Source: an optimization exercise on an open RTL-to-GDS flow (aim: small area). Production flows keep margins and buffers that such runs may drop. Function was checked by simulation only, so behaviour that the tests miss may differ from the original. Power and IR drop assume default switching activity. No driver is modelled on the clock port, so clocking that relies on it looks cheaper here than on a real chip.

==> design.v <==
package fc_pkg;
    typedef logic signed [7:0]  act_t;
    typedef logic signed [15:0] acc_t;
    typedef enum logic [1:0] {
        R_IDLE,
        R_FETCH,
        R_SEND
    } rd_state_t;
    localparam int ACT_MAX = 127;
    localparam int ACT_MIN = -128;
endpackage
module act_requant (
    input  fc_pkg::acc_t x_i,
    input  logic       relu_en_i,
    input  logic [3:0] shift_amt_i,
    output fc_pkg::act_t y_o,
    output logic       sat_o
);
    logic signed [16:0] a;
    logic [6:0]  diff;
    logic        hi_ok, pos, in_range, kill;
    logic [7:0]  rnd;
    always_comb begin
        a     = $signed({x_i, 1'b0}) >>> shift_amt_i;
        diff  = x_i[14:8] ^ {7{x_i[15]}};
        hi_ok = ~|(diff & (7'h7f << shift_amt_i));
        pos   = ~x_i[15];
        in_range = hi_ok & (pos ? (~a[8] & ~&a[7:0]) : (a[8] | &a[7:0]));
        rnd   = a[8:1] + {7'd0, a[0]};
        kill  = relu_en_i & x_i[15];
        sat_o = ~kill & ~in_range;
        if (kill)          y_o = 8'sd0;
        else if (in_range) y_o = rnd;
        else               y_o = pos ? 8'sd127 : -8'sd128;
    end
endmodule
module fc_act_writeback #(
    parameter int NODES = 200,
    parameter int DW    = 16,
    parameter int OW    = 8,
    parameter int IW    = $clog2(NODES)
) (
    input  logic          clk,
    input  logic          rst,
    input  logic          in_valid,
    input  logic [DW-1:0] in_x,
    output logic          in_ready,
    input  logic          relu_en,
    input  logic [3:0]    shift_amt,
    output logic          out_valid,
    input  logic          out_ready,
    output logic [OW-1:0] out_data,
    output logic [IW-1:0] out_idx,
    output logic          out_last,
    output logic          sat_pulse
);
    localparam logic [IW-1:0] LAST_IDX = IW'(NODES - 1);
    localparam int MB = 8 * NODES;
    logic [MB-1:0] bank0_q;
    logic [MB-1:0] bank1_q;
    logic [1:0]    full_q, full_d;
    logic          wr_bank_q, rd_bank_q;
    logic [IW-1:0] wr_cnt_q, out_idx_q;
    logic          s1_valid_q, sat_pulse_q, out_valid_q, fetch_q;
    fc_pkg::act_t  s1_data_q;
    logic          sh0_q, sh1_q, hold0_q, hold1_q, phase_q;
    fc_pkg::act_t  rq_y;
    logic          rq_sat, accept, last_wr, wr_tgt, out_at_last;
    logic          rd_issue, rd_adv, rd_free, shift0, shift1;
    fc_pkg::act_t  tail0, tail1;
    act_requant u_requant (
        .x_i         (fc_pkg::acc_t'(in_x)),
        .relu_en_i   (relu_en),
        .shift_amt_i (shift_amt),
        .y_o         (rq_y),
        .sat_o       (rq_sat)
    );
    assign last_wr  = s1_valid_q && (wr_cnt_q == LAST_IDX);
    assign in_ready = !rst && !full_q[wr_bank_q] && !(last_wr && full_q[~wr_bank_q]);
    assign accept   = in_valid && in_ready;
    assign wr_tgt   = wr_bank_q ^ last_wr;
    assign out_at_last = (out_idx_q == LAST_IDX);
    assign rd_issue = !fetch_q && !out_valid_q && full_q[rd_bank_q];
    assign rd_adv   = out_valid_q && out_ready && !out_at_last;
    assign rd_free  = out_valid_q && out_ready && out_at_last;
    assign shift0 = (accept && !wr_tgt) || (rd_adv && !rd_bank_q);
    assign shift1 = (accept &&  wr_tgt) || (rd_adv &&  rd_bank_q);
    always_comb begin
        full_d = full_q;
        if (last_wr) full_d[wr_bank_q] = 1'b1;
        if (rd_free) full_d[rd_bank_q] = 1'b0;
    end
    always_ff @(posedge clk) begin
        s1_data_q <= rq_y ^ {8{~phase_q}};
        sh0_q     <= shift0;
        hold0_q   <= !shift0;
        sh1_q     <= shift1;
        hold1_q   <= !shift1;
        bank0_q   <= ~((bank0_q | {MB{sh0_q}}) & ({bank0_q[MB-9:0], s1_data_q} | {MB{hold0_q}}));
        bank1_q   <= ~((bank1_q | {MB{sh1_q}}) & ({bank1_q[MB-9:0], s1_data_q} | {MB{hold1_q}}));
    end
    always_ff @(posedge clk or posedge rst) begin
        if (rst) begin
            phase_q     <= 1'b0;
            s1_valid_q  <= 1'b0;
            sat_pulse_q <= 1'b0;
            wr_cnt_q    <= '0;
            wr_bank_q   <= 1'b0;
            full_q      <= 2'b00;
        end else begin
            phase_q     <= ~phase_q;
            s1_valid_q  <= accept;
            sat_pulse_q <= accept && rq_sat;
            full_q      <= full_d;
            if (s1_valid_q) begin
                if (last_wr) begin
                    wr_cnt_q  <= '0;
                    wr_bank_q <= ~wr_bank_q;
                end else begin
                    wr_cnt_q <= wr_cnt_q + IW'(1);
                end
            end
        end
    end
    always_ff @(posedge clk or posedge rst) begin
        if (rst) begin
            fetch_q     <= 1'b0;
            out_valid_q <= 1'b0;
            rd_bank_q   <= 1'b0;
            out_idx_q   <= '0;
        end else begin
            fetch_q <= rd_issue;
            if (fetch_q) out_valid_q <= 1'b1;
            if (rd_adv) out_idx_q <= out_idx_q + IW'(1);
            if (rd_free) begin
                out_valid_q <= 1'b0;
                out_idx_q   <= '0;
                rd_bank_q   <= ~rd_bank_q;
            end
        end
    end
    assign tail0 = sh0_q ? bank0_q[MB-9 -: 8] : bank0_q[MB-1 -: 8];
    assign tail1 = sh1_q ? bank1_q[MB-9 -: 8] : bank1_q[MB-1 -: 8];
    assign out_valid = out_valid_q;
    assign out_data  = (rd_bank_q ? tail1 : tail0) ^ {8{phase_q}};
    assign out_idx   = out_idx_q;
    assign out_last  = out_valid_q && out_at_last;
    assign sat_pulse = sat_pulse_q;
endmodule
==> flow/run.sh <==
#!/bin/bash
set -e
export CTS_ARGS="-sink_clustering_enable -repair_clock_nets -dont_use_dummy_load -sink_clustering_size 20 -sink_clustering_max_diameter 60 -buf_list sky130_fd_sc_hd__clkbuf_8"
export BUFFER_PORTS_ARGS="-buffer_cell sky130_fd_sc_hd__buf_1"
bash standard.sh > standard.log 2>&1
==> standard.sh <==
#!/bin/bash
# synth_recipe.tcl (not shown) runs the flow's synth.tcl, then flattens the netlist and writes it again
# the make line also repeats each setting of config.mk as NAME=value (left out here)
make -C /OpenROAD-flow-scripts/flow DESIGN_CONFIG=/design/flow/config.mk WORK_HOME=/design/flow/orfs CLKGATE_MAP_FILE= SYNTH_SCRIPT=/design/flow/synth_recipe.tcl "${@:-finish}"
==> config.mk <==
export PLATFORM = sky130hd
export DESIGN_NAME = fc_act_writeback
export DESIGN_NICKNAME = fc_act_writeback
export VERILOG_FILES = /design/flow/design.v
export SDC_FILE = /design/flow/constraint.sdc
export NUM_CORES = 4
export LEC_CHECK = 0
export ABC_AREA = 1
export CAP_MARGIN = 0
export CORE_MARGIN = 2
export CORE_UTILIZATION = 70
export PLACE_DENSITY = 0.8
export SLEW_MARGIN = 0
==> constraint.sdc <==
create_clock -name core_clock -period 6.5 [get_ports {clk}]
set_input_delay 1.3000 -clock core_clock [delete_from_list [all_inputs] [get_ports {clk}]]
set_output_delay 1.3000 -clock core_clock [all_outputs]
set_load 0.01 [all_outputs]
==> results.sh, run 1 <==
export IMPL_min_path_type="reg -> reg"
export IMPL_grt_pass1_vias=52100
export IMPL_cts_tree="yes"
export IMPL_syn_area_per_cell_um2=11.9
export IMPL_vias=54600
export IMPL_post_cts_buffers=0
export IMPL_drt_vias_per_instance=6.23
export IMPL_clk_pin_slew_ns=0.11
export IMPL_hold_ws_ns=0.325
export IMPL_ys_top_cells_by_area="dfxtp_1 (72%), o22ai_1 (22%), clkbuf_1 (2.9%)"
export IMPL_port_buffers=44
export IMPL_synth_mux_area_share_pct=0
export IMPL_grt_setup_unrepaired="no"
export IMPL_finalMaxSlewViolations=0
export IMPL_yosysTopAreaCellShare_pct=71.8
export IMPL_area_delta_synth_final_pct=3.03
export IMPL_ant_nets=0
export IMPL_power_w=0.0328
export IMPL_clock_path_buffers=3
export IMPL_reg2reg_slack_ns=2.96
export IMPL_peakVddDrop_uv=308
export IMPL_synth_nets=7573
export IMPL_clock_skew_ns=0.130
export IMPL_cp_max_fo=91
export IMPL_synthDistinctLibCells=37
export IMPL_drcViolationCount=0
export IMPL_insertion_delay_ns=0.95
export IMPL_yosys_area_top_type="dfxtp_1"
export IMPL_grt_use_total_pct=20.9
export IMPL_fp_dieW_um=362
export IMPL_drive_above_1_share_pct=3.55
export IMPL_final_nets=7126
export IMPL_fin_crit_ns=4.34
export IMPL_boundaryPins=45
export IMPL_drtIter0Drc=3067
export IMPL_period_share_pct=66.8
export IMPL_cts_resized=0
export IMPL_power_density_nw_per_um2=355
export IMPL_fillerInstances=8712
export IMPL_tns_ns=0
export IMPL_root_buffer="clkbuf_8"
export IMPL_setup_violations=0
export IMPL_synth_top_family_by_area="compound AO/OA/AOI/OAI gates"
export IMPL_endpoint_kind="output pin"
export IMPL_place_gp_congestion=0.755
export IMPL_dp_hpwl_um=82100
export IMPL_wl_um=141000
export IMPL_grt_pass1_wl_um=239000
export IMPL_critPathKind="reg -> out"
export IMPL_final_cell_area_um2=92300
export IMPL_status="complete, no violations"
export IMPL_h_tree_depth=4
export IMPL_cts_buffers=183
export IMPL_dpl_instance_area_um2=89800
export IMPL_synth_compound_area_share_pct=22.8
export IMPL_synth_fa_ha_area_share_pct=0.0698
export IMPL_start_kind="flop"
export IMPL_synth_xor_area_share_pct=0.244
export IMPL_syn_area_um2=89600
export IMPL_syn_inst=7543
export IMPL_core_um2=127000
export IMPL_antenna_found_initial=20
export IMPL_initial_core_util_pct=70.4
export IMPL_grt_ovfl_total=0
export IMPL_die_h_um=362
export IMPL_maxCapViolCount=0
export IMPL_yosys_warnings=2
export IMPL_ys_ff_latch=3237
export IMPL_cts_hold_buf=0
export IMPL_finalHoldViolations=0
export IMPL_dieArea_um2=131000
export IMPL_firstDrtPassIters=5
export IMPL_critical_path_required_ns=5.20
export IMPL_worst_slew_pin_slew_ns=1.14
export IMPL_synth_seq_area_share_pct=72.5
export IMPL_fmax_mhz=230
export IMPL_synthSimpleGateAreaFrac_pct=1.11
export IMPL_p_leak_nw=34.1
export IMPL_slew_headroom_pct=23.9
export IMPL_detail_route_wl_per_cell_um=16.1
export IMPL_grt_max_degree=250
export IMPL_rows=131
export IMPL_cts_sinks=3237
export IMPL_arrival_ns=3.04
[layer usage]
layer | vias to the layer above | global-route usage [%] | routed length (um)
li1 | 28200 | - | -
met1 | 25700 | 28.4 | 69800
met2 | 453 | 34.6 | 63900
met3 | 209 | 3.66 | 4740
met4 | 10 | 5.60 | 2530
met5 | - | 0 | 58
[Yosys cell counts]
cell       number
a2111oi_0       1
a211oi_1        1
a21oi_1        10
a22o_1          1
a31oi_1         4
buf_1          31
buf_12          1
buf_2           8
buf_4           5
buf_6           1
clkbuf_1      684
clkinv_1        1
dfrtp_1        25
dfxtp_1      3212
ha_1            5
inv_1          45
inv_2           4
nand2_1       105
nand3_1        75
nand3_4         1
nand4_1         4
nor2_1         30
nor2_2          3
nor3_1          2
nor3b_1         1
nor4_1          2
o211a_1         1
o211ai_1        3
o21ai_0        35
o21ai_1         4
o21ai_4         1
o21bai_1        2
o22ai_1      3207
or2_1           1
or2_2           2
xnor2_1         4
xor2_1         21
[registers in the layout, summed over array words and instances, names as in the netlist, 2 cells and up]
register / cells
out_idx_q: 8
wr_cnt_q: 8
full_q: 2
s1_data_q: 8
bank1_q: 1600
bank0_q: 1600
[layout by cell type (no fill, tap or decap), types with 2 or more instances in the layout]
| cell type | netlist | layout |
|---|---|---|
| dfrtp_1 | 25 | 25 |
| buf_12 | 1 | 24 |
| nor2_1 | 30 | 30 |
| a21oi_1 | 10 | 10 |
| dfxtp_4 | 0 | 4 |
| inv_1 | 45 | 45 |
| buf_4 | 5 | 30 |
| a31oi_1 | 4 | 4 |
| diode_2 | 0 | 9 |
| xnor2_1 | 4 | 4 |
| dfxtp_1 | 3212 | 3208 |
| nor4_1 | 2 | 2 |
| buf_1 | 31 | 44 |
| clkbuf_8 | 0 | 183 |
| o211ai_1 | 3 | 3 |
| nand4_1 | 4 | 4 |
| o21ai_0 | 35 | 35 |
| nor2_2 | 3 | 3 |
| o22ai_1 | 3207 | 3207 |
| or2_2 | 2 | 2 |
| nor3_1 | 2 | 2 |
| o21bai_1 | 2 | 2 |
| xor2_1 | 21 | 21 |
| inv_2 | 4 | 4 |
| nand2_1 | 105 | 105 |
| o21ai_1 | 4 | 4 |
| ha_1 | 5 | 5 |
| nand3_1 | 75 | 75 |
[worst max-delay path, cell delays in order, from the launching register on]
cell     delay [ns]
dfxtp_4        0.73
buf_4          0.74
nor2_1         0.11
o22ai_1        0.21
xor2_1         0.16
buf_1          0.18
[cell type report]
type                    count  area, um^2  share of cell area, %
inverters                  50         188                  0.203
well taps                1662        2080                   2.25
clock buffers             183        2520                   2.73
repair buffers             98         871                  0.943
diodes                      9        22.5                 0.0244
flip-flops and latches   3237       64900                   70.3
multi-input cells        3526       21700                   23.5
[final timing paths]
| path | from | end | cells past startpoint |
|---|---|---|---|
| setup reg to reg | sh0_q$_DFF_P_ | bank0_q[176]$_DFF_P_ | 4 |
| setup / recovery | sh0_q$_DFF_P_ | out_data[0] | 5 |
| hold reg to reg | bank0_q[19]$_DFF_P_ | bank0_q[27]$_DFF_P_ | 1 |
| min in group asynchronous | rst | out_idx_q[1]$_DFFE_PP0P_ | 3 |
| hold / removal | bank0_q[19]$_DFF_P_ | bank0_q[27]$_DFF_P_ | 1 |
| max in group asynchronous | rst | out_idx_q[5]$_DFFE_PP0P_ | 3 |
[logic make-up after synthesis]
group | Yosys count
flops | 3237
xor+xnor | 25
simple gates | 226
compound gates | 3270
buf+inv | 780
fa+ha+maj | 5
[per-stage QoR]
stage | utilization, % | std cells | setup WS (ns)
floorplan | - | 7543 | 2.79
global route | 72.5 | 8761 | 1.86
detailed placement | 70.5 | 8573 | 1.67
CTS | 72.5 | 8756 | 2.03
global placement | 70.5 | 8573 | 1.64
finish | 72.5 | 8765 | 2.16
[report_power, final]
| group | switching (W) | internal (W) |
|---|---|---|
| logic | 0.000812 | 0.00103 |
| clock network | 0.00531 | 0.00254 |
| registers | 0.00116 | 0.0219 |
| total | 0.00728 | 0.0255 |
==> inputs of run 2 (changes only) <==
--- a/config.mk
+++ b/config.mk
@@ -9,5 +9,6 @@
 export CAP_MARGIN = 0
 export CORE_MARGIN = 2
 export CORE_UTILIZATION = 70
+export GPL_TIMING_DRIVEN = 0
 export PLACE_DENSITY = 0.8
 export SLEW_MARGIN = 0
==> run 2 against run 1 <==
  * Still clean on timing, DRC and antenna
  * Final cell count is 7.7% higher
  * Routed wire length is 17% higher
  * Die area stayed put
  * Clock-buffer cell count is 1 lower
  * Combinational power is 5% higher
  * Non-clock buffer count is 674 higher
  * Register-to-register slack better by 0.51 ns
  * Flip-flop and latch count stayed put
  * Utilization is 1.6 points higher
  * Maximum frequency is 1.6% lower
  * Synthesized cell count stayed put
  * Critical endpoint is now in_ready
==> results.sh, run 2 <==
export IMPL_fmax_mhz=227
export IMPL_grt_use_total_pct=24.8
export IMPL_boundaryPins=45
export IMPL_place_gp_congestion=0.852
export IMPL_drt_vias_per_instance=6.26
export IMPL_setup_violations=0
export IMPL_fillerInstances=8550
export IMPL_final_cell_mix="dfxtp_1 (3,212), o22ai_1 (3,207), clkbuf_1 (683), clkbuf_8 (182), nand2_1 (105)"
export IMPL_drive_above_1_share_pct=2.69
export IMPL_yosys_warnings=2
export IMPL_power_w=0.0331
export IMPL_yosysTopAreaCellShare_pct=71.8
export IMPL_reg_largest_list="bank0_q (1600), bank1_q (1600)"
export IMPL_ys_ff_latch=3237
export IMPL_dp_hpwl_um=114000
export IMPL_antenna_found_initial=15
export IMPL_yosys_top_cells_count="dfxtp_1 (3,212), o22ai_1 (3,207), clkbuf_1 (684)"
export IMPL_firstDrtPassIters=5
export IMPL_dieArea_um2=131000
export IMPL_finalMaxSlewViolations=0
export IMPL_final_nets=7799
export IMPL_rows=131
export IMPL_core_um2=127000
export IMPL_synthDistinctLibCells=37
export IMPL_grt_ovfl_total=0
export IMPL_cts_hold_buf=0
export IMPL_synth_most_common_cell="dfxtp_1"
export IMPL_cts_resized=0
export IMPL_arrival_ns=3.11
export IMPL_cp_slowest_cell="inv_1"
export IMPL_clk_pin_slew_ns=0.11
export IMPL_slowest_delay_ns=0.87
export IMPL_h_tree_depth=4
export IMPL_detail_route_wl_per_cell_um=17.5
export IMPL_synth_seq_area_share_pct=72.5
export IMPL_worst_slew_pin_slew_ns=1.21
export IMPL_peakVddDrop_uv=270
export IMPL_status="complete, no violations"
export IMPL_cts_buffers=182
export IMPL_yosys_area_top_type="dfxtp_1"
export IMPL_die_h_um=362
export IMPL_ant_nets=0
export IMPL_grt_pass1_wl_um=279000
export IMPL_syn_area_per_cell_um2=11.9
export IMPL_post_cts_buffers=0
export IMPL_port_buffers=42
export IMPL_power_density_nw_per_um2=351
export IMPL_clock_path_buffers=3
export IMPL_insertion_delay_ns=0.95
export IMPL_grt_pass1_vias=57700
export IMPL_endpoint_kind="output pin"
export IMPL_worstPathCellList="buf_1 > inv_1 > o21ai_0 > a21oi_1 > o21ai_0 > inv_1 > buf_1"
export IMPL_drtIter0Drc=3499
export IMPL_syn_inst=7543
export IMPL_grt_setup_unrepaired="no"
export IMPL_cts_sinks=3237
export IMPL_cp_max_fo=26
export IMPL_fp_dieW_um=362
export IMPL_layout_commonest_cell="dfxtp_1"
export IMPL_wl_um=166000
export IMPL_ys_top_cells_by_area="dfxtp_1 (72%), o22ai_1 (22%), clkbuf_1 (2.9%)"
export IMPL_hold_ws_ns=0.396
export IMPL_area_delta_synth_final_pct=5.33
export IMPL_slew_headroom_pct=19.4
export IMPL_tns_ns=0
export IMPL_maxCapViolCount=0
export IMPL_drcViolationCount=0
export IMPL_initial_core_util_pct=70.4
export IMPL_min_path_type="reg -> reg"
export IMPL_fin_crit_ns=4.41
export IMPL_synthFlopType="dfxtp_1"
export IMPL_syn_area_um2=89600
export IMPL_synth_nets=7573
export IMPL_period_share_pct=67.9
export IMPL_p_leak_nw=34.7
export IMPL_synth_edf_count=0
export IMPL_root_buffer="clkbuf_8"
export IMPL_grt_max_degree=27
export IMPL_critical_path_required_ns=5.20
export IMPL_clock_skew_ns=0.0816
export IMPL_start_kind="primary input"
export IMPL_finalHoldViolations=0
export IMPL_critPathKind="in -> out"
export IMPL_vias=59100
export IMPL_synth_async_reset_ratio_pct=0.772
export IMPL_cts_tree="yes"
-- run 2: cell count changes in the layout (fill, tap and decap cells not counted), sizes merged --
| cell | previous run | this run |
|---|---|---|
| clkbuf | 183 | 866 |
| buf | 98 | 88 |
| diode | 9 | 12 |
-- run 2: logic make-up after synthesis --
group	count (synthesis)	synth area share (%)
AOI/OAI and AO/OA	3270	22.8
xor gates and xnor gates	25	0.244
adders and majority gates	5	0.0698
buffers and inverters	780	3.33
DFF	3237	72.5
and+or+nand+nor	226	1.11
-- run 2: layer usage --
metal / global-route usage (%) / part of all wire [%]
met1: 34.7 / 47
met2: 40.5 / 47
met3: 4.09 / 4.2
met4: 6.10 / 1.9
met5: 0 / 0.039
-- run 2: power breakdown --
part	total [W]	internal [W]	leakage (nW)	switching [W]
Combinational	0.00194	0.00105	5.96	0.000882
Clock	0.00795	0.00253	1.31	0.00542
Sequential	0.0232	0.0220	27.4	0.00125
-- run 2: final timing paths --
check	start	to	slack [ns]	depth (start not counted)
worst max-delay path	rst	in_ready	2.09	7
worst min-delay path	bank1_q[166]$_DFF_P_	bank1_q[174]$_DFF_P_	0.40	1
worst max register to register	hold1_q$_DFF_P_	bank1_q[972]$_DFF_P_	3.47	5
worst min register to register	bank1_q[166]$_DFF_P_	bank1_q[174]$_DFF_P_	0.40	1
max in group asynchronous	rst	wr_cnt_q[4]$_DFFE_PP0P_	5.02	2
min in group asynchronous	rst	out_idx_q[6]$_DFFE_PP0P_	0.71	2
-- run 2: cell type report --
type                    count  area (um^2)  area share, %
multi-input cells        3526        21700           23.0
diodes                     12         30.0         0.0318
clock buffers             182         2500           2.65
inverters                  50          188          0.199
flip-flops and latches   3237        64900           68.8
plain buffers             730         2790           2.96
repair buffers             42          158          0.167
well taps                1662         2080           2.20
-- run 2: critical path: cells and delay by family --
family	cells	cell delay [ns]
compound gates	3	0.53
buf+inv	4	1.26
-- run 2: stage by stage --
| stage | area [um^2] | std cells | util [%] | setup WS, ns |
|---|---|---|---|---|
| floorplan | 89600 | 7543 | - | 2.79 |
| global placement | 91800 | 9247 | 72.1 | 2.11 |
| detailed placement | 91800 | 9247 | 72.1 | 2.03 |
| CTS | 94300 | 9429 | 74.1 | 2.00 |
| global route | 94400 | 9434 | 74.1 | 1.85 |
| finish | 94400 | 9441 | 74.1 | 2.09 |
==> inputs of run 3 (changes only) <==
--- a/config.mk
+++ b/config.mk
@@ -6,9 +6,9 @@
 export NUM_CORES = 4
 export LEC_CHECK = 0
 export ABC_AREA = 1
-export CAP_MARGIN = 0
+export CAP_MARGIN = 20
 export CORE_MARGIN = 2
 export CORE_UTILIZATION = 70
 export GPL_TIMING_DRIVEN = 0
 export PLACE_DENSITY = 0.8
-export SLEW_MARGIN = 0
+export SLEW_MARGIN = 20
==> run 3 against run 2 <==
  * Final cell count about the same
  * Routed wire length about the same
  * Total power about the same
  * Critical path depth down 1
  * Worst hold slack about the same
  * Flip-flop and latch count unchanged
  * Clock skew down 0.00095 ns
  * Sequential share of layout area about the same
  * Clock-buffer cell count unchanged
  * Sequential power about the same
==> results.sh, run 3 <==
export IMPL_grt_use_total_pct=24.8
export IMPL_cts_resized=0
export IMPL_cts_buffers=182
export IMPL_worst_slew_pin_slew_ns=1.13
export IMPL_peakVddDrop_uv=270
export IMPL_start_kind="flop"
export IMPL_firstDrtPassIters=5
export IMPL_drt_vias_per_instance=6.26
export IMPL_drive_above_1_share_pct=2.70
export IMPL_detail_route_wl_per_cell_um=17.5
export IMPL_clock_skew_ns=0.0807
export IMPL_yosysTopAreaCellShare_pct=71.8
export IMPL_yosys_area_top_type="dfxtp_1"
export IMPL_cpMostUsedCell="clkbuf_1"
export IMPL_dieArea_um2=131000
export IMPL_power_density_nw_per_um2=351
export IMPL_route_met2_wl_um=77700
export IMPL_grt_max_degree=27
export IMPL_drtIter0Drc=3499
export IMPL_finalHoldViolations=0
export IMPL_endpoint_kind="output pin"
export IMPL_wl_um=166000
export IMPL_boundaryPins=45
export IMPL_synth_seq_area_share_pct=72.5
export IMPL_area_delta_synth_final_pct=5.33
export IMPL_place_gp_congestion=0.852
export IMPL_min_path_type="reg -> reg"
export IMPL_drcViolationCount=0
export IMPL_arrival_ns=3.07
export IMPL_p_leak_nw=34.7
export IMPL_yosys_warnings=2
export IMPL_initial_core_util_pct=70.4
export IMPL_grt_pass1_wl_um=279000
export IMPL_slew_headroom_pct=24.9
export IMPL_fmax_mhz=229
export IMPL_ys_ff_latch=3237
export IMPL_finalMaxSlewViolations=0
export IMPL_tns_ns=0
export IMPL_status="complete, no violations"
export IMPL_fp_dieW_um=362
export IMPL_clock_path_buffers=3
export IMPL_power_w=0.0331
export IMPL_worstPathCellList="clkbuf_1 > clkbuf_1 > o21ai_0 > o22ai_1 > xor2_1 > buf_1"
export IMPL_core_um2=127000
export IMPL_syn_area_per_cell_um2=11.9
export IMPL_crit_buf_inv=3
export IMPL_ys_top_cells_by_area="dfxtp_1 (72%), o22ai_1 (22%), clkbuf_1 (2.9%)"
export IMPL_yosys_top_cells_count="dfxtp_1 (3,212), o22ai_1 (3,207), clkbuf_1 (684)"
export IMPL_wl_met3_um=6840
export IMPL_clk_pin_slew_ns=0.11
export IMPL_insertion_delay_ns=0.95
export IMPL_cp_max_fo=10
export IMPL_synth_most_common_cell="dfxtp_1"
export IMPL_cp_slowest_cell="clkbuf_1"
export IMPL_synthDistinctLibCells=37
export IMPL_ant_nets=0
export IMPL_setup_violations=0
export IMPL_cts_sinks=3237
export IMPL_die_h_um=362
export IMPL_crit_family="buffers and inverters"
export IMPL_cts_hold_buf=0
export IMPL_dp_hpwl_um=114000
export IMPL_port_buffers=42
export IMPL_slowest_delay_ns=0.58
export IMPL_synth_nets=7573
export IMPL_final_nets=7799
export IMPL_root_buffer="clkbuf_8"
export IMPL_synthFlopType="dfxtp_1"
export IMPL_post_cts_buffers=0
export IMPL_grt_pass1_vias=57700
export IMPL_period_share_pct=67.2
export IMPL_synth_edf_count=0
export IMPL_top_layer="met5"
export IMPL_vias=59100
export IMPL_grt_setup_unrepaired="no"
export IMPL_synth_async_reset_ratio_pct=0.772
export IMPL_fin_crit_ns=4.37
export IMPL_met1Wirelength_um=77900
export IMPL_syn_inst=7543
export IMPL_grt_ovfl_total=0
export IMPL_final_cell_mix="dfxtp_1 (3,212), o22ai_1 (3,207), clkbuf_1 (683), clkbuf_8 (182), nand2_1 (105)"
export IMPL_h_tree_depth=4
export IMPL_antenna_found_initial=15
export IMPL_critical_path_required_ns=5.20
export IMPL_maxCapViolCount=0
export IMPL_reg_largest_list="bank0_q (1600), bank1_q (1600)"
export IMPL_critPathKind="reg -> out"
export IMPL_rows=131
export IMPL_cts_tree="yes"
export IMPL_layout_commonest_cell="dfxtp_1"
export IMPL_syn_area_um2=89600
## run 3: cell counts after synthesis
No cell type changed its count.
## run 3: power breakdown
part	leakage, nW	switching (W)	internal (W)
clock	1.31	0.00542	0.00253
combinational	5.96	0.000882	0.00105
sequential	27.4	0.00125	0.0220
## run 3: cell type report
| cell class | count | area (um^2) |
|---|---|---|
| Inverter | 50 | 188 |
| Antenna cell | 13 | 32.5 |
| Buffer | 730 | 2790 |
| Fill cell | 8549 | 33000 |
| Multi-Input combinational cell | 3526 | 21700 |
| Sequential cell | 3237 | 64900 |
| Clock buffer | 182 | 2500 |
| Tap cell | 1662 | 2080 |
| Timing Repair Buffer | 42 | 158 |
## run 3: layer usage
| layer | vias up | GRT usage (%) |
|---|---|---|
| li1 | 29600 | - |
| met1 | 28500 | 34.7 |
| met2 | 817 | 40.5 |
| met3 | 236 | 4.09 |
| met4 | 8 | 6.10 |
| met5 | - | 0 |
## run 3: cells by family after synthesis
kind of cell | Yosys count | synth area share (%)
buf+inv | 780 | 3.33
xor+xnor | 25 | 0.244
flops | 3237 | 72.5
simple gates | 226 | 1.11
compound gates | 3270 | 22.8
fa+ha+maj | 5 | 0.0698
## run 3: worst paths after layout
check                      slack (ns)  cells past startpoint                       end            startpoint
max                              2.13                      6               out_data[2]         sh1_q$_DFF_P_
min                              0.40                      1      bank1_q[174]$_DFF_P_  bank1_q[166]$_DFF_P_
max reg2reg                      3.47                      5      bank1_q[972]$_DFF_P_       hold1_q$_DFF_P_
min reg2reg                      0.40                      1      bank1_q[174]$_DFF_P_  bank1_q[166]$_DFF_P_
max in group asynchronous        5.53                      2   wr_cnt_q[4]$_DFFE_PP0P_                   rst
min in group asynchronous        0.49                      2  out_idx_q[6]$_DFFE_PP0P_                   rst
## run 3: worst register-to-register path, cell delays in order, from the launching register on
cell      delay [ns]
dfxtp_1         0.33
clkbuf_1        0.82
buf_2           0.69
clkbuf_1        0.50
clkbuf_1        0.41
o22ai_1         0.17
## run 3: through the flow
| stage | area [um^2] | hold WS (ns) | setup slack [ns] | instances | utilization, % |
|---|---|---|---|---|---|
| after floorplan | 89600 | 0.411 | 2.79 | 7543 | - |
| after global placement | 91800 | 0.416 | 2.11 | 9247 | 72.1 |
| after detailed placement | 91800 | 0.423 | 2.12 | 9247 | 72.1 |
| after CTS | 94300 | 0.381 | 2.11 | 9429 | 74.1 |
| after global routing | 94400 | 0.410 | 2.03 | 9434 | 74.1 |
| final | 94400 | 0.396 | 2.13 | 9442 | 74.1 |
==> inputs of run 4 (changes only) <==
--- a/config.mk
+++ b/config.mk
@@ -8,7 +8,6 @@
 export ABC_AREA = 1
 export CAP_MARGIN = 20
 export CORE_MARGIN = 2
-export CORE_UTILIZATION = 70
-export GPL_TIMING_DRIVEN = 0
-export PLACE_DENSITY = 0.8
+export CORE_UTILIZATION = 85
+export PLACE_DENSITY = 0.92
 export SLEW_MARGIN = 20
==> run 4 against run 3 <==
  * Flip-flop and latch count did not move
  * Highest routed layer unchanged
  * Clock skew shrank 0.021 ns
  * Non-clock buffer count is 676 lower
  * Via count decreased by 2.2%
  * Critical endpoint is now out_data[6]
  * Combinational power hardly changed
  * First-iteration DRC count increased by 41%
  * Worst hold slack is essentially flat
  * Synthesized area stayed put
  * Clock power is essentially flat
  * Utilization up 13 points
  * Synthesized cell count stayed put
  * Critical path depth down 1
==> results.sh, run 4 <==
export IMPL_status="complete, no violations"
export IMPL_yosysTopAreaCellShare_pct=71.8
export IMPL_yosys_top_cells_count="dfxtp_1 (3,212), o22ai_1 (3,207), clkbuf_1 (684)"
export IMPL_clock_skew_ns=0.0593
export IMPL_power_density_nw_per_um2=361
export IMPL_grt_setup_unrepaired="no"
export IMPL_post_cts_buffers=0
export IMPL_cp_max_fo=78
export IMPL_tns_ns=0
export IMPL_clk_pin_slew_ns=0.11
export IMPL_grt_pass1_wl_um=277000
export IMPL_syn_inst=7543
export IMPL_endpoint_kind="output pin"
export IMPL_synthDistinctLibCells=37
export IMPL_hold_ws_ns=0.395
export IMPL_firstDrtPassIters=6
export IMPL_h_tree_depth=4
export IMPL_maxCapViolCount=0
export IMPL_dp_hpwl_um=95200
export IMPL_syn_area_um2=89600
export IMPL_worst_slew_pin_slew_ns=1.24
export IMPL_dieArea_um2=108000
export IMPL_fillerInstances=4535
export IMPL_grt_pass1_vias=56600
export IMPL_cts_tree="yes"
export IMPL_port_buffers=44
export IMPL_cts_sinks=3237
export IMPL_clock_path_buffers=3
export IMPL_synth_edf_count=0
export IMPL_ys_ff_latch=3237
export IMPL_slew_headroom_pct=17.5
export IMPL_antenna_found_initial=7
export IMPL_finalHoldViolations=0
export IMPL_synthFlopType="dfxtp_1"
export IMPL_ys_top_cells_by_area="dfxtp_1 (72%), o22ai_1 (22%), clkbuf_1 (2.9%)"
export IMPL_area_delta_synth_final_pct=2.57
export IMPL_final_cell_area_um2=91900
export IMPL_arrival_ns=3.17
export IMPL_place_gp_congestion=0.753
export IMPL_multi_input_area_um2=21700
export IMPL_finalMaxSlewViolations=0
export IMPL_insertion_delay_ns=0.91
export IMPL_cts_buffers=180
export IMPL_rows=119
export IMPL_fin_crit_ns=4.47
export IMPL_die_h_um=329
export IMPL_drcViolationCount=0
export IMPL_initial_core_util_pct=85.4
export IMPL_synth_seq_area_share_pct=72.5
export IMPL_wl_um=169000
export IMPL_drtIter0Drc=4947
export IMPL_reg_largest_list="bank0_q (1600), bank1_q (1600)"
export IMPL_p_leak_nw=34.1
export IMPL_final_nets=7121
export IMPL_drt_vias_per_instance=6.82
export IMPL_vias=57800
export IMPL_dpl_instance_area_um2=89400
export IMPL_cts_hold_buf=0
export IMPL_layout_area_seq_um2=64900
export IMPL_critical_path_required_ns=5.20
export IMPL_drive_above_1_share_pct=3.50
export IMPL_detail_route_wl_per_cell_um=20.0
export IMPL_fmax_mhz=224
export IMPL_cts_resized=0
export IMPL_synth_most_common_cell="dfxtp_1"
export IMPL_setup_violations=0
export IMPL_final_cell_mix="dfxtp_1 (3,208), o22ai_1 (3,207), clkbuf_8 (180), nand2_1 (105), nand3_1 (75)"
export IMPL_synth_nets=7573
export IMPL_critPathKind="reg -> out"
export IMPL_fp_dieW_um=329
export IMPL_boundaryPins=45
export IMPL_synth_async_reset_ratio_pct=0.772
export IMPL_layout_commonest_cell="dfxtp_1"
export IMPL_start_kind="flop"
export IMPL_yosys_area_top_type="dfxtp_1"
export IMPL_grt_use_total_pct=30.3
export IMPL_period_share_pct=68.8
export IMPL_ant_nets=0
export IMPL_core_um2=105000
export IMPL_root_buffer="clkbuf_8"
export IMPL_yosys_warnings=2
export IMPL_grt_ovfl_total=0
export IMPL_grt_max_degree=280
export IMPL_peakVddDrop_uv=321
export IMPL_syn_area_per_cell_um2=11.9
export IMPL_min_path_type="reg -> reg"
run 4: cells by family after synthesis:
group	after synthesis	share of synthesized area, %
adders and majority gates	5	0.0698
AOI/OAI and AO/OA	3270	22.8
xor gates and xnor gates	25	0.244
and+or+nand+nor	226	1.11
buffers and inverters	780	3.33
DFF	3237	72.5
run 4: worst max-delay path: stages, from the launching register on:
cell and delay [ns]:
dfxtp_4 0.82, buf_4 0.71, o21ai_0 0.16, o22ai_1 0.23, xor2_1 0.19, buf_1 0.17
run 4: final timing paths:
check	startpoint	end	slack (ns)	cells past startpoint
max	sh1_q$_DFF_P_	out_data[6]	2.03	5
min	bank0_q[184]$_DFF_P_	bank0_q[192]$_DFF_P_	0.40	1
min in group asynchronous	rst	out_idx_q[7]$_DFFE_PP0P_	0.55	3
max reg2reg	sh1_q$_DFF_P_	bank1_q[1328]$_DFF_P_	2.92	4
min reg2reg	bank0_q[184]$_DFF_P_	bank0_q[192]$_DFF_P_	0.40	1
max in group asynchronous	rst	phase_q$_DFF_PP0_	5.60	3
run 4: per-layer routing:
metal	share of wire, %	GRT usage [%]
met1	43	40.2
met2	50	51.1
met3	4.4	4.96
met4	2.6	10.0
met5	0.020	0
run 4: cell type report:
type / instances / area share, %
tap: 1391 / 1.89
sequential: 3237 / 70.7
antenna: 3 / 0.00817
clock buffer: 180 / 2.70
inverter: 50 / 0.204
multi-input combinational: 3526 / 23.6
timing repair buffer: 96 / 0.933
run 4: where the power goes:
| part | switching [W] | internal [W] | leakage (nW) | total, W |
|---|---|---|---|---|
| Sequential | 0.00130 | 0.0220 | 27.4 | 0.0233 |
| Clock | 0.00543 | 0.00251 | 1.29 | 0.00794 |
| Combinational | 0.000912 | 0.00103 | 5.41 | 0.00194 |
| Total | 0.00765 | 0.0255 | 34.1 | 0.0331 |
run 4: metrics by stage:
step	setup WS, ns	power, W	cells	utilization (%)
4_1_cts	1.97	0.0332	8478	87.5
3_5_place_dp	1.60	0.0255	8298	85.1
2_1_floorplan	2.79	0.0248	7543	-
6_report	2.03	0.0331	8483	87.6
3_3_place_gp	1.64	0.0251	8298	85.1
5_1_grt	1.81	0.0343	8481	87.6
==> inputs of run 5 (changes only) <==
--- a/config.mk
+++ b/config.mk
@@ -8,6 +8,6 @@
 export ABC_AREA = 1
 export CAP_MARGIN = 20
 export CORE_MARGIN = 2
-export CORE_UTILIZATION = 85
-export PLACE_DENSITY = 0.92
+export CORE_UTILIZATION = 75
+export PLACE_DENSITY = 0.85
 export SLEW_MARGIN = 20
==> run 5 against run 4 <==
  * Still clean
  * Maximum frequency up 9.2%
  * Combinational power fell by 5%
  * Non-clock buffer count is 2 higher
  * Global-route usage fell by 7.8 points
  * Flip-flop and latch count unchanged
  * Critical path type unchanged
==> results.sh, run 5 <==
export IMPL_area_delta_synth_final_pct=2.81
export IMPL_slew_headroom_pct=7.75
export IMPL_p_leak_nw=34.1
export IMPL_cp_num_cells=5
export IMPL_grt_use_total_pct=22.5
export IMPL_maxCapViolCount=0
export IMPL_antenna_found_initial=9
export IMPL_dpl_instance_area_um2=89600
export IMPL_drt_vias_per_instance=6.39
export IMPL_grt_pass1_vias=53100
export IMPL_drtIter0Drc=3420
export IMPL_synth_nets=7573
export IMPL_synth_seq_area_share_pct=72.5
export IMPL_fin_crit_ns=4.10
export IMPL_grt_max_degree=308
export IMPL_die_h_um=350
export IMPL_drive_above_1_share_pct=3.54
export IMPL_post_cts_buffers=0
export IMPL_synth_fa_ha_area_share_pct=0.0698
export IMPL_peakVddDrop_uv=228
export IMPL_status="complete, no violations"
export IMPL_setup_violations=0
export IMPL_synthSimpleGateAreaFrac_pct=1.11
export IMPL_dieArea_um2=122000
export IMPL_root_buffer="clkbuf_8"
export IMPL_reg_largest_list="bank0_q (1600), bank1_q (1600)"
export IMPL_synth_compound_area_share_pct=22.8
export IMPL_layout_commonest_cell="dfxtp_1"
export IMPL_yosysTopAreaCellShare_pct=71.8
export IMPL_port_buffers=44
export IMPL_slowest_delay_ns=0.89
export IMPL_wl_um=141000
export IMPL_yosys_warnings=2
export IMPL_fmax_mhz=244
export IMPL_ys_ff_latch=3237
export IMPL_place_ws_ns=1.70
export IMPL_reg2reg_depth=5
export IMPL_ant_nets=0
export IMPL_vias=55200
export IMPL_power_w=0.0328
export IMPL_syn_area_per_cell_um2=11.9
export IMPL_drcViolationCount=0
export IMPL_place_gp_congestion=0.759
export IMPL_fp_dieW_um=350
export IMPL_cts_hold_buf=0
export IMPL_ys_top_cells_by_area="dfxtp_1 (72%), o22ai_1 (22%), clkbuf_1 (2.9%)"
export IMPL_insertion_delay_ns=0.87
export IMPL_clk_pin_slew_ns=0.11
export IMPL_synthFlopType="dfxtp_1"
export IMPL_firstDrtPassIters=6
export IMPL_syn_inst=7543
export IMPL_final_nets=7125
export IMPL_cts_buffers=182
export IMPL_reg2reg_to="bank1_q[312]$_DFF_P_"
export IMPL_crit_end="out_data[6]"
export IMPL_core_um2=118000
export IMPL_min_path_type="reg -> reg"
export IMPL_finalHoldViolations=0
export IMPL_endpoint_kind="output pin"
export IMPL_synth_edf_count=0
export IMPL_boundaryPins=45
export IMPL_cts_tree="yes"
export IMPL_cts_resized=0
export IMPL_reg2reg_slack_ns=2.73
export IMPL_finalMaxSlewViolations=0
export IMPL_dp_hpwl_um=81200
export IMPL_period_share_pct=63.0
export IMPL_h_tree_depth=4
export IMPL_synth_async_reset_ratio_pct=0.772
export IMPL_multi_input_area_um2=21700
export IMPL_final_cell_mix="dfxtp_1 (3,208), o22ai_1 (3,207), clkbuf_8 (182), nand2_1 (105), nand3_1 (75)"
export IMPL_layout_area_seq_um2=64900
export IMPL_grt_ovfl_total=0
export IMPL_worstPathCellList="inv_1 > o21ai_0 > o22ai_1 > xor2_1 > buf_1"
export IMPL_finalWorstSetupSlack_ns=2.40
export IMPL_clock_path_buffers=3
export IMPL_clock_skew_ns=0.0603
export IMPL_rows=126
export IMPL_synth_xor_area_share_pct=0.244
export IMPL_synthDistinctLibCells=37
export IMPL_timing_critical_path_from="sh0_q$_DFF_P_"
export IMPL_fillerInstances=7279
export IMPL_final_cell_area_um2=92100
export IMPL_yosys_area_top_type="dfxtp_1"
export IMPL_initial_core_util_pct=75.8
export IMPL_synth_top_family_by_area="compound AO/OA/AOI/OAI gates"
export IMPL_cp_slowest_cell="dfxtp_4"
export IMPL_detail_route_wl_per_cell_um=16.3
export IMPL_crit_family="flip-flops"
export IMPL_critPathKind="reg -> out"
export IMPL_start_kind="flop"
export IMPL_tns_ns=0
export IMPL_r2r_start="sh1_q$_DFF_P_"
export IMPL_hold_ws_ns=0.374
export IMPL_critical_path_required_ns=5.20
export IMPL_worst_slew_pin_slew_ns=1.38
export IMPL_cts_sinks=3237
export IMPL_syn_area_um2=89600
export IMPL_cp_max_fo=70
export IMPL_grt_pass1_wl_um=240000
export IMPL_grt_setup_unrepaired="no"
export IMPL_arrival_ns=2.80
export IMPL_yosys_top_cells_count="dfxtp_1 (3,212), o22ai_1 (3,207), clkbuf_1 (684)"
export IMPL_synth_most_common_cell="dfxtp_1"
export IMPL_synth_mux_area_share_pct=0
export IMPL_power_density_nw_per_um2=356
export IMPL_crit_buf_inv=2
-- run 5: final cells by class --
cell class	count	share of cell area (%)
Inverter	50	0.204
Tap cell	1536	2.09
Sequential cell	3237	70.5
Clock buffer	182	2.72
Timing Repair Buffer	98	0.938
Antenna cell	3	0.00815
Multi-Input combinational cell	3526	23.6
-- run 5: cell families (layout without fill, tap and decap cells) --
group / after synthesis / count (layout)
compound gates: 3270 / 3270
xor+xnor: 25 / 25
fa+ha+maj: 5 / 5
buf+inv: 780 / 330
flops: 3237 / 3237
other cells: 0 / 3
simple gates: 226 / 226
-- run 5: layer usage --
metal / up-vias / GRT usage, % / wire length, um
li1: 28200 / - / -
met1: 26300 / 29.6 / 67300
met2: 487 / 39.3 / 67600
met3: 191 / 3.05 / 3590
met4: 0 / 5.73 / 2540
met5: - / 0 / 0
-- run 5: metrics by stage --
step / std cells / util [%]
2_1_floorplan: 7543 / -
3_3_place_gp: 8446 / 75.8
3_5_place_dp: 8446 / 75.8
4_1_cts: 8628 / 77.9
5_1_grt: 8631 / 77.9
6_report: 8632 / 77.9
-- run 5: how the worst min path moves through the flow --
stage                                     start                     to  slack (ns)  cells after the start
final                       bank1_q[30]$_DFF_P_    bank1_q[38]$_DFF_P_        0.37                      1
after global routing        bank1_q[30]$_DFF_P_    bank1_q[38]$_DFF_P_        0.39                      1
after CTS                   bank1_q[62]$_DFF_P_    bank1_q[70]$_DFF_P_        0.38                      1
after detailed placement   bank1_q[532]$_DFF_P_   bank1_q[540]$_DFF_P_        0.42                      1
after global placement    bank0_q[1225]$_DFF_P_  bank0_q[1233]$_DFF_P_        0.42                      1
after floorplan               fetch_q$_DFF_PP0_      fetch_q$_DFF_PP0_        0.41                      1
-- run 5: where the power goes --
part / switching, W / internal [W]
Sequential: 0.00116 / 0.0219
Combinational: 0.000818 / 0.00103
Clock: 0.00531 / 0.00253
==> inputs of run 6 (changes only) <==
--- a/config.mk
+++ b/config.mk
@@ -8,6 +8,6 @@
 export ABC_AREA = 1
 export CAP_MARGIN = 20
 export CORE_MARGIN = 2
-export CORE_UTILIZATION = 75
-export PLACE_DENSITY = 0.85
+export CORE_UTILIZATION = 60
+export PLACE_DENSITY = 0.7
 export SLEW_MARGIN = 20
==> run 6 against run 5 <==
  * Still clean on timing, DRC and antenna
  * First-iteration DRC count down 29%
  * Global-route usage down 5.4 points
  * Routed wire length down 5.7%
  * Total power about the same
  * Setup slack worse by 0.29 ns
  * Clock power up 1%
  * Via count down 1.7%
  * Sequential power about the same
  * Critical path depth unchanged
  * Maximum frequency down 6.6%
  * Largest cell class unchanged
==> results.sh, run 6 <==
export IMPL_critPathKind="reg -> out"
export IMPL_initial_core_util_pct=60.5
export IMPL_root_buffer="clkbuf_8"
export IMPL_hp_start="bank0_q[743]$_DFF_P_"
export IMPL_layout_commonest_cell="dfxtp_1"
export IMPL_dp_hpwl_um=72900
export IMPL_rows=141
export IMPL_grt_use_total_pct=17.1
export IMPL_pwr_share_seq_pct=70.3
export IMPL_antenna_found_initial=3
export IMPL_synthDistinctLibCells=37
export IMPL_yosysTopAreaCellShare_pct=71.8
export IMPL_tns_ns=0
export IMPL_status="complete, no violations"
export IMPL_synth_most_common_cell="dfxtp_1"
export IMPL_core_um2=148000
export IMPL_setup_violations=0
export IMPL_reg_largest_list="bank0_q (1600), bank1_q (1600)"
export IMPL_cp_max_fo=97
export IMPL_drt_vias_per_instance=6.01
export IMPL_grt_ovfl_total=0
export IMPL_arrival_ns=3.09
export IMPL_crit_buf_inv=2
export IMPL_wl_met3_um=4520
export IMPL_boundaryPins=45
export IMPL_detail_route_wl_per_cell_um=14.7
export IMPL_ys_top_cells_by_area="dfxtp_1 (72%), o22ai_1 (22%), clkbuf_1 (2.9%)"
export IMPL_clock_skew_ns=0.0829
export IMPL_period_share_pct=67.5
export IMPL_r2r_start="sh1_q$_DFF_P_"
export IMPL_port_buffers=44
export IMPL_maxCapViolCount=0
export IMPL_route_met2_wl_um=58300
export IMPL_ys_ff_latch=3237
export IMPL_peakVddDrop_uv=241
export IMPL_syn_area_um2=89600
export IMPL_power_w=0.0328
export IMPL_synth_async_reset_ratio_pct=0.772
export IMPL_finalWorstSetupSlack_ns=2.11
export IMPL_p_sw_w=0.00723
export IMPL_synth_edf_count=0
export IMPL_cts_tree="yes"
export IMPL_final_cell_mix="dfxtp_1 (3,208), o22ai_1 (3,207), clkbuf_8 (186), nand2_1 (105), nand3_1 (75)"
export IMPL_synthFlopType="dfxtp_1"
export IMPL_syn_inst=7543
export IMPL_yosys_warnings=2
export IMPL_slowest_delay_ns=1.05
export IMPL_worst_slew_pin_slew_ns=1.15
export IMPL_p_clk_share_pct=24.2
export IMPL_grt_max_degree=253
export IMPL_area_delta_synth_final_pct=3.35
export IMPL_min_path_type="reg -> reg"
export IMPL_p_leak_nw=34.2
export IMPL_crit_family="flip-flops"
export IMPL_fin_util_pct=62.6
export IMPL_cp_slowest_cell="dfxtp_4"
export IMPL_wl_um=133000
export IMPL_place_ws_ns=1.48
export IMPL_grt_pass1_vias=51200
export IMPL_met1Wirelength_um=67800
export IMPL_synth_nets=7573
export IMPL_die_h_um=390
export IMPL_yosys_area_top_type="dfxtp_1"
export IMPL_critical_path_required_ns=5.20
export IMPL_hold_ws_ns=0.352
export IMPL_drcViolationCount=0
export IMPL_grt_pass1_wl_um=231000
export IMPL_h_tree_depth=4
export IMPL_finalMaxSlewViolations=0
export IMPL_slew_headroom_pct=23.1
export IMPL_ant_nets=0
export IMPL_dieArea_um2=152000
export IMPL_p_sw_share_pct=22.0
export IMPL_syn_area_per_cell_um2=11.9
export IMPL_insertion_delay_ns=0.90
export IMPL_p_int_w=0.0256
export IMPL_multi_input_area_um2=21700
export IMPL_synth_seq_area_share_pct=72.5
export IMPL_yosys_top_cells_count="dfxtp_1 (3,212), o22ai_1 (3,207), clkbuf_1 (684)"
export IMPL_drive_above_1_share_pct=3.61
export IMPL_vias=54300
export IMPL_fmax_mhz=228
export IMPL_fillerInstances=11800
export IMPL_cts_sinks=3237
export IMPL_timing_critical_path_from="sh1_q$_DFF_P_"
export IMPL_power_density_nw_per_um2=354
export IMPL_clk_pin_slew_ns=0.10
export IMPL_clock_path_buffers=3
export IMPL_cts_resized=0
export IMPL_finalHoldViolations=0
export IMPL_fin_crit_ns=4.39
export IMPL_final_nets=7130
export IMPL_cts_buffers=186
export IMPL_top_layer="met4"
export IMPL_grt_setup_unrepaired="no"
export IMPL_start_kind="flop"
export IMPL_post_cts_buffers=0
export IMPL_endpoint_kind="output pin"
export IMPL_place_gp_congestion=0.735
export IMPL_drtIter0Drc=2412
export IMPL_combPwrFrac_pct=5.5
export IMPL_firstDrtPassIters=5
export IMPL_fp_dieW_um=390
export IMPL_layout_area_seq_um2=64900
export IMPL_worstPathCellList="inv_1 > nor2_1 > o22ai_1 > xor2_1 > buf_1"
export IMPL_cts_hold_buf=0
run 6: cell counts after synthesis:
Identical to the previous run, type by type.
run 6: through the flow:
step / cells / cell area (um^2)
after floorplan: 7543 / 89600
after global placement: 8841 / 90000
after detailed placement: 8841 / 90000
after CTS: 9027 / 92600
after global routing: 9029 / 92600
final: 9029 / 92600
run 6: cell type report:
class / count / area share (%)
clock buffers: 186 / 2.76
well taps: 1930 / 2.61
repair buffers: 99 / 0.870
inverters: 50 / 0.203
diodes: 1 / 0.00270
multi-input cells: 3526 / 23.4
flip-flops and latches: 3237 / 70.1
run 6: power by group through the flow:
stage	clock, W	sequential [W]	combinational [W]
after floorplan	0	0.0232	0.00160
after global placement	0	0.0234	0.00173
after detailed placement	0	0.0235	0.00184
after CTS	0.00830	0.0231	0.00184
after global routing	0.00899	0.0233	0.00206
final	0.00792	0.0230	0.00182
run 6: worst reg2reg max path, cell delays in order, from the launching register on:
cell and delay, ns:
dfxtp_4 1.05, buf_4 0.76, buf_4 0.57, buf_6 0.65, o22ai_1 0.30
run 6: worst paths after layout:
check                                            to  slack (ns)  cells after the start
max reg2reg                    bank1_q[551]$_DFF_P_        3.01                      4
min                            bank0_q[751]$_DFF_P_        0.35                      1
max                                     out_data[6]        2.11                      5
max in group asynchronous   wr_cnt_q[5]$_DFFE_PP0P_        5.17                      3
min reg2reg                    bank0_q[751]$_DFF_P_        0.35                      1
min in group asynchronous  out_idx_q[6]$_DFFE_PP0P_        0.97                      3
run 6: kinds of logic (layout without fill, tap and decap cells):
family          after synthesis  count (layout)  synth area share, %
compound gates             3270            3270                 22.8
flops                      3237            3237                 72.5
buf+inv                     780             335                 3.33
simple gates                226             226                 1.11
xor+xnor                     25              25                0.244
fa+ha+maj                     5               5               0.0698
other cells                   0               1                    0
run 6: layer usage:
layer,up-vias,GRT usage (%)
li1,28200,-
met2,317,27.9
met5,-,0
met3,188,3.46
met4,0,4.43
met1,25500,23.3
==> inputs of run 7 (changes only) <==
--- a/config.mk
+++ b/config.mk
@@ -8,6 +8,6 @@
 export ABC_AREA = 1
 export CAP_MARGIN = 20
 export CORE_MARGIN = 2
-export CORE_UTILIZATION = 60
-export PLACE_DENSITY = 0.7
+export CORE_UTILIZATION = 70
+export PLACE_DENSITY = 0.8
 export SLEW_MARGIN = 20
==> run 7 against run 6 <==
  * Utilization grew 9.9 points
  * Critical path depth is the same
  * Critical path type unchanged
  * First-iteration DRC count grew 27%
  * Setup slack gained 0.042 ns
==> results.sh, run 7 <==
export IMPL_status="complete, no violations"
export IMPL_insertion_delay_ns=0.95
export IMPL_grt_ovfl_total=0
export IMPL_start_kind="flop"
export IMPL_detail_route_wl_per_cell_um=16.1
export IMPL_fmax_mhz=230
export IMPL_final_nets=7126
export IMPL_drcViolationCount=0
export IMPL_cts_resized=0
export IMPL_power_density_nw_per_um2=355
export IMPL_grt_max_degree=250
export IMPL_initial_core_util_pct=70.4
export IMPL_ant_nets=0
export IMPL_synth_most_common_cell="dfxtp_1"
export IMPL_setup_violations=0
export IMPL_slew_headroom_pct=23.9
export IMPL_crit_end="out_data[0]"
export IMPL_grt_setup_unrepaired="no"
export IMPL_reg2reg_depth=4
export IMPL_drt_vias_per_instance=6.23
export IMPL_p_leak_nw=34.1
export IMPL_finalHoldViolations=0
export IMPL_min_path_type="reg -> reg"
export IMPL_drive_above_1_share_pct=3.55
export IMPL_synth_async_reset_ratio_pct=0.772
export IMPL_grt_pass1_vias=52100
export IMPL_ys_top_cells_by_area="dfxtp_1 (72%), o22ai_1 (22%), clkbuf_1 (2.9%)"
export IMPL_synthDistinctLibCells=37
export IMPL_cts_sinks=3237
export IMPL_yosys_warnings=2
export IMPL_synth_edf_count=0
export IMPL_post_cts_buffers=0
export IMPL_clock_path_buffers=3
export IMPL_tns_ns=0
export IMPL_die_h_um=362
export IMPL_antenna_found_initial=20
export IMPL_peakVddDrop_uv=308
export IMPL_clk_pin_slew_ns=0.11
export IMPL_cts_hold_buf=0
export IMPL_critPathKind="reg -> out"
export IMPL_reg_largest_list="bank0_q (1600), bank1_q (1600)"
export IMPL_yosysTopAreaCellShare_pct=71.8
export IMPL_cts_tree="yes"
export IMPL_boundaryPins=45
export IMPL_synthFlopType="dfxtp_1"
export IMPL_r2r_start="sh0_q$_DFF_P_"
export IMPL_power_w=0.0328
export IMPL_yosys_top_cells_count="dfxtp_1 (3,212), o22ai_1 (3,207), clkbuf_1 (684)"
export IMPL_syn_area_um2=89600
export IMPL_period_share_pct=66.8
export IMPL_dp_cells=8573
export IMPL_maxCapViolCount=0
export IMPL_h_tree_depth=4
export IMPL_cts_buffers=183
export IMPL_final_cell_mix="dfxtp_1 (3,208), o22ai_1 (3,207), clkbuf_8 (183), nand2_1 (105), nand3_1 (75)"
export IMPL_hold_ws_ns=0.325
export IMPL_cp_max_fo=91
export IMPL_synth_seq_area_share_pct=72.5
export IMPL_grt_use_total_pct=20.9
export IMPL_firstDrtPassIters=5
export IMPL_grt_pass1_wl_um=239000
export IMPL_synth_nets=7573
export IMPL_syn_inst=7543
export IMPL_wl_um=141000
export IMPL_endpoint_kind="output pin"
export IMPL_ys_ff_latch=3237
export IMPL_core_um2=127000
export IMPL_timing_critical_path_from="sh0_q$_DFF_P_"
export IMPL_port_buffers=44
export IMPL_drtIter0Drc=3067
export IMPL_finalMaxSlewViolations=0
export IMPL_place_gp_congestion=0.755
export IMPL_fin_cells=8765
export IMPL_rows=131
export IMPL_reg2reg_slack_ns=2.96
export IMPL_syn_area_per_cell_um2=11.9
export IMPL_fin_crit_ns=4.34
export IMPL_fp_dieW_um=362
export IMPL_dp_hpwl_um=82100
export IMPL_layout_commonest_cell="dfxtp_1"
export IMPL_worst_slew_pin_slew_ns=1.14
export IMPL_vias=54600
export IMPL_critical_path_required_ns=5.20
export IMPL_yosys_area_top_type="dfxtp_1"
export IMPL_reg2reg_to="bank0_q[176]$_DFF_P_"
export IMPL_dieArea_um2=131000
export IMPL_root_buffer="clkbuf_8"
export IMPL_clock_skew_ns=0.130
export IMPL_arrival_ns=3.04
export IMPL_area_delta_synth_final_pct=3.03
run 7: metrics by stage:
step / area, um^2 / worst slack [ns] / utilization (%)
after floorplan: 89600 / 2.79 / -
after global placement: 89800 / 1.64 / 70.5
after detailed placement: 89800 / 1.67 / 70.5
after CTS: 92300 / 2.03 / 72.5
after global routing: 92300 / 1.86 / 72.5
final: 92300 / 2.16 / 72.5
run 7: layer usage:
layer	global-route usage (%)	up-vias	wire, um
li1	-	28200	-
met1	28.4	25700	69800
met2	34.6	453	63900
met3	3.66	209	4740
met4	5.60	10	2530
met5	0	-	58
run 7: worst min-delay path by stage:
stage	startpoint	end	slack, ns	depth (start not counted)
finish	bank0_q[19]$_DFF_P_	bank0_q[27]$_DFF_P_	0.33	1
global route	bank0_q[19]$_DFF_P_	bank0_q[27]$_DFF_P_	0.33	1
CTS	bank1_q[1063]$_DFF_P_	bank1_q[1071]$_DFF_P_	0.33	1
detailed placement	bank0_q[823]$_DFF_P_	bank0_q[831]$_DFF_P_	0.42	1
global placement	bank1_q[86]$_DFF_P_	bank1_q[94]$_DFF_P_	0.42	1
floorplan	fetch_q$_DFF_PP0_	fetch_q$_DFF_PP0_	0.41	1
run 7: cell families (layout without fill, tap and decap cells):
family / after synthesis / in the layout / synth area share (%)
other cells: 0 / 9 / 0
buf+inv: 780 / 331 / 3.33
compound gates: 3270 / 3270 / 22.8
simple gates: 226 / 226 / 1.11
fa+ha+maj: 5 / 5 / 0.0698
xor+xnor: 25 / 25 / 0.244
flops: 3237 / 3237 / 72.5
run 7: where the power goes:
part           leakage, nW  switching [W]  internal (W)
Clock                 1.32        0.00531       0.00254
Combinational         5.42       0.000812       0.00103
Sequential            27.4        0.00116        0.0219
run 7: area by class of cell:
type	count	area, um^2
Fill cell	8712	35000
Sequential cell	3237	64900
Clock buffer	183	2520
Multi-Input combinational cell	3526	21700
Inverter	50	188
Antenna cell	9	22.5
Tap cell	1662	2080
Timing Repair Buffer	98	871
run 7: worst max-delay path, stage by stage (launching register included):
cell and delay, ns:
dfxtp_4 0.73, buf_4 0.74, nor2_1 0.11, o22ai_1 0.21
xor2_1 0.16, buf_1 0.18
==> inputs of run 8 (changes only) <==
==> flow/run.sh (replaced) <==
#!/bin/bash
set -e
export CTS_ARGS="-sink_clustering_enable -repair_clock_nets -dont_use_dummy_load -sink_clustering_size 35 -sink_clustering_max_diameter 100"
export BUFFER_PORTS_ARGS="-buffer_cell sky130_fd_sc_hd__buf_1"
bash standard.sh > standard.log 2>&1
==> run 8 against run 7 <==
  * Via count decreased by 0.62%
  * Die area unchanged
  * Largest power group unchanged
  * Register-to-register slack improved by 0.03 ns
  * Synthesized area did not move
  * First-iteration DRC count is 6.6% higher
  * Synthesized cell count is the same
  * Combinational power about the same
  * Total power is 0.70% higher
  * Worst hold slack improved by 0.054 ns
  * Largest cell class unchanged
==> results.sh, run 8 <==
export IMPL_maxCapViolCount=0
export IMPL_status="complete, no violations"
export IMPL_route_met2_wl_um=64900
export IMPL_reg2reg_depth=4
export IMPL_arrival_ns=4.71
export IMPL_layout_commonest_cell="dfxtp_1"
export IMPL_synthFlopType="dfxtp_1"
export IMPL_h_tree_depth=3
export IMPL_syn_area_per_cell_um2=11.9
export IMPL_worstPathCellList="buf_1 > inv_2 > nand2_1 > nand3_1 > nand3_1 > nand2_1 > a31oi_1 > a31oi_1 > ha_1 > nand3_1 > nor2_2 > nand4_1 > ha_1 > xor2_1 > nand3_4 > o21ai_4 > o21ai_1 > xor2_1"
export IMPL_cts_resized=0
export IMPL_cts_sinks=3237
export IMPL_rows=131
export IMPL_hold_depth=1
export IMPL_r2r_start="sh0_q$_DFF_P_"
export IMPL_final_cell_mix="dfxtp_1 (3,208), o22ai_1 (3,207), nand2_1 (105), clkbuf_16 (102), nand3_1 (75)"
export IMPL_yosys_area_top_type="dfxtp_1"
export IMPL_synth_fa_ha_area_share_pct=0.0698
export IMPL_dieArea_um2=131000
export IMPL_dp_cells=8573
export IMPL_finalMaxSlewViolations=0
export IMPL_clk_pin_slew_ns=0.12
export IMPL_yosysTopAreaCellShare_pct=71.8
export IMPL_critPathKind="in -> reg"
export IMPL_dp_hpwl_um=82100
export IMPL_insertion_delay_ns=0.73
export IMPL_antenna_found_initial=18
export IMPL_final_nets=7045
export IMPL_whs_endpoint="bank1_q[11]$_DFF_P_"
export IMPL_p_leak_nw=34.1
export IMPL_synth_most_common_cell="dfxtp_1"
export IMPL_cts_hold_buf=0
export IMPL_top_layer="met5"
export IMPL_period_share_pct=64.4
export IMPL_fp_dieW_um=362
export IMPL_ys_top_cells_by_area="dfxtp_1 (72%), o22ai_1 (22%), clkbuf_1 (2.9%)"
export IMPL_reg_largest_list="bank0_q (1600), bank1_q (1600)"
export IMPL_wl_met3_um=4220
export IMPL_syn_inst=7543
export IMPL_root_buffer="clkbuf_16"
export IMPL_grt_setup_unrepaired="no"
export IMPL_synthSimpleGateAreaFrac_pct=1.11
export IMPL_synth_edf_count=0
export IMPL_power_w=0.0330
export IMPL_reg2reg_to="bank0_q[485]$_DFF_P_"
export IMPL_wl_um=141000
export IMPL_grt_pass1_vias=51900
export IMPL_drive_above_1_share_pct=2.44
export IMPL_ys_ff_latch=3237
export IMPL_grt_max_degree=250
export IMPL_worst_slew_pin_slew_ns=1.14
export IMPL_finalHoldViolations=0
export IMPL_synthDistinctLibCells=37
export IMPL_core_um2=127000
export IMPL_clock_path_buffers=3
export IMPL_yosys_warnings=2
export IMPL_boundaryPins=45
export IMPL_synth_compound_area_share_pct=22.8
export IMPL_grt_pass1_wl_um=239000
export IMPL_hp_start="bank1_q[3]$_DFF_P_"
export IMPL_post_cts_buffers=0
export IMPL_reg2reg_slack_ns=2.99
export IMPL_yosys_top_cells_count="dfxtp_1 (3,212), o22ai_1 (3,207), clkbuf_1 (684)"
export IMPL_clock_skew_ns=0.0604
export IMPL_drcViolationCount=0
export IMPL_cts_buffers=102
export IMPL_fin_cells=8683
export IMPL_hold_ws_ns=0.379
export IMPL_fmax_mhz=239
export IMPL_start_kind="primary input"
export IMPL_synth_async_reset_ratio_pct=0.772
export IMPL_grt_ovfl_total=0
export IMPL_setup_violations=0
export IMPL_place_gp_congestion=0.755
export IMPL_die_h_um=362
export IMPL_syn_area_um2=89600
export IMPL_fin_crit_ns=4.19
export IMPL_cts_tree="yes"
export IMPL_synth_seq_area_share_pct=72.5
export IMPL_met1Wirelength_um=69600
export IMPL_initial_core_util_pct=70.4
export IMPL_port_buffers=44
export IMPL_synth_xor_area_share_pct=0.244
export IMPL_critical_path_required_ns=7.02
export IMPL_grt_use_total_pct=20.7
export IMPL_cpMostUsedCell="nand3_1"
export IMPL_power_density_nw_per_um2=358
export IMPL_slew_headroom_pct=24.1
export IMPL_synth_top_family_by_area="compound AO/OA/AOI/OAI gates"
export IMPL_vias=54300
export IMPL_area_delta_synth_final_pct=3.06
export IMPL_synth_nets=7573
export IMPL_firstDrtPassIters=5
export IMPL_drtIter0Drc=3270
export IMPL_drt_vias_per_instance=6.25
export IMPL_detail_route_wl_per_cell_um=16.2
export IMPL_ant_nets=0
export IMPL_slowest_delay_ns=0.71
export IMPL_min_path_type="reg -> reg"
export IMPL_cp_slowest_cell="buf_1"
export IMPL_tns_ns=0
export IMPL_endpoint_kind="flop"
export IMPL_peakVddDrop_uv=253
export IMPL_synth_mux_area_share_pct=0
export IMPL_cp_max_fo=21
==> run 8: report_power, final <==
part           internal [W]  switching, W
Combinational       0.00103      0.000817
Clock               0.00285       0.00521
Sequential           0.0220       0.00116
Total                0.0258       0.00719
==> run 8: worst max-delay path, delay by kind of cell <==
family	cells	cell delay, ns
buffers and inverters	2	1.03
and+or+nand+nor	8	0.87
adders and majority gates	2	0.42
AOI/OAI and AO/OA	4	0.71
xor gates and xnor gates	2	0.38
==> run 8: logic make-up (layout without fill, tap and decap cells) <==
group / Yosys count / in the layout
AO/OA/AOI/OAI: 3270 / 3270
XOR/XNOR: 25 / 25
adder cells (fa/ha/maj): 5 / 5
buffers and inverters: 780 / 250
flip-flops: 3237 / 3237
other: 0 / 8
AND/OR/NAND/NOR: 226 / 226
==> run 8: per-stage QoR <==
step	worst slack [ns]	utilization [%]	area (um^2)
final	2.31	72.5	92300
after CTS	2.27	72.5	92300
after floorplan	2.79	-	89600
after global routing	2.02	72.5	92300
after detailed placement	1.67	70.5	89800
after global placement	1.64	70.5	89800
==> run 8: worst max-delay path by stage <==
stage | start | to | slack, ns | depth (start not counted)
after floorplan | shift_amt[2] | s1_data_q[0]$_DFF_P_ | 2.79 | 17
after global placement | shift_amt[0] | s1_data_q[1]$_DFF_P_ | 1.64 | 18
after detailed placement | shift_amt[0] | s1_data_q[0]$_DFF_P_ | 1.67 | 18
after CTS | sh0_q$_DFF_P_ | out_data[0] | 2.27 | 5
after global routing | shift_amt[0] | s1_data_q[0]$_DFF_P_ | 2.02 | 18
final | shift_amt[0] | s1_data_q[0]$_DFF_P_ | 2.31 | 18
==> run 8: cell type report <==
| cell class | instances | area [um^2] |
|---|---|---|
| timing repair buffer | 98 | 871 |
| multi-input combinational | 3526 | 21700 |
| sequential | 3237 | 64900 |
| fill | 8661 | 35000 |
| clock buffer | 102 | 2550 |
| antenna | 8 | 20.0 |
| inverter | 50 | 188 |
| tap | 1662 | 2080 |
==> run 8: per-layer routing <==
metal,vias to the layer above,global-route usage (%)
met5,-,0
met4,10,4.72
met3,143,2.71
met2,385,35.4
met1,25600,28.3
li1,28100,-

separate check: timing with driven ports:
No port has a modelled driver above. Below, the same layouts with a new extraction and two added sets of constraints.
Step 1 assumes that a clkbuf_16 drives the clock port and a buf_2 every other input.
Step 2 moves the port delays by t, midway between the first and last clock arrival at a register: inputs arrive t later, outputs are due t later. That takes back most of the time a late clock gives input paths.
Slacks: no drivers / after step 1 / after step 2; pairs: no drivers / after step 1.
run | t, ns | setup WS [ns] | latest minus earliest clock arrival (ns) | pins driven straight from the clock port
run 1 | 0.956 | 2.157 / 2.084 / 1.421 | 0.133 / 0.133 | 1
run 2 | 0.981 | 2.086 / 2.058 / 2.029 | 0.088 / 0.087 | 1
run 3 | 0.981 | 2.129 / 2.058 / 2.025 | 0.087 / 0.088 | 1
run 4 | 0.957 | 2.027 / 1.955 / 1.563 | 0.074 / 0.075 | 1
run 5 | 0.917 | 2.405 / 2.338 / 1.670 | 0.086 / 0.086 | 1
run 6 | 0.946 | 2.115 / 2.043 / 1.410 | 0.124 / 0.125 | 1
run 7 | 0.956 | 2.157 / 2.084 / 1.421 | 0.133 / 0.133 | 1
run 8 | 0.779 | 2.313 / 2.234 / 1.455 | 0.072 / 0.072 | 1
After both steps every run listed still meets setup and hold. The setup slack of run 8, which loses most, moves by -0.079 ns with the drivers and by -0.858 ns with both steps.
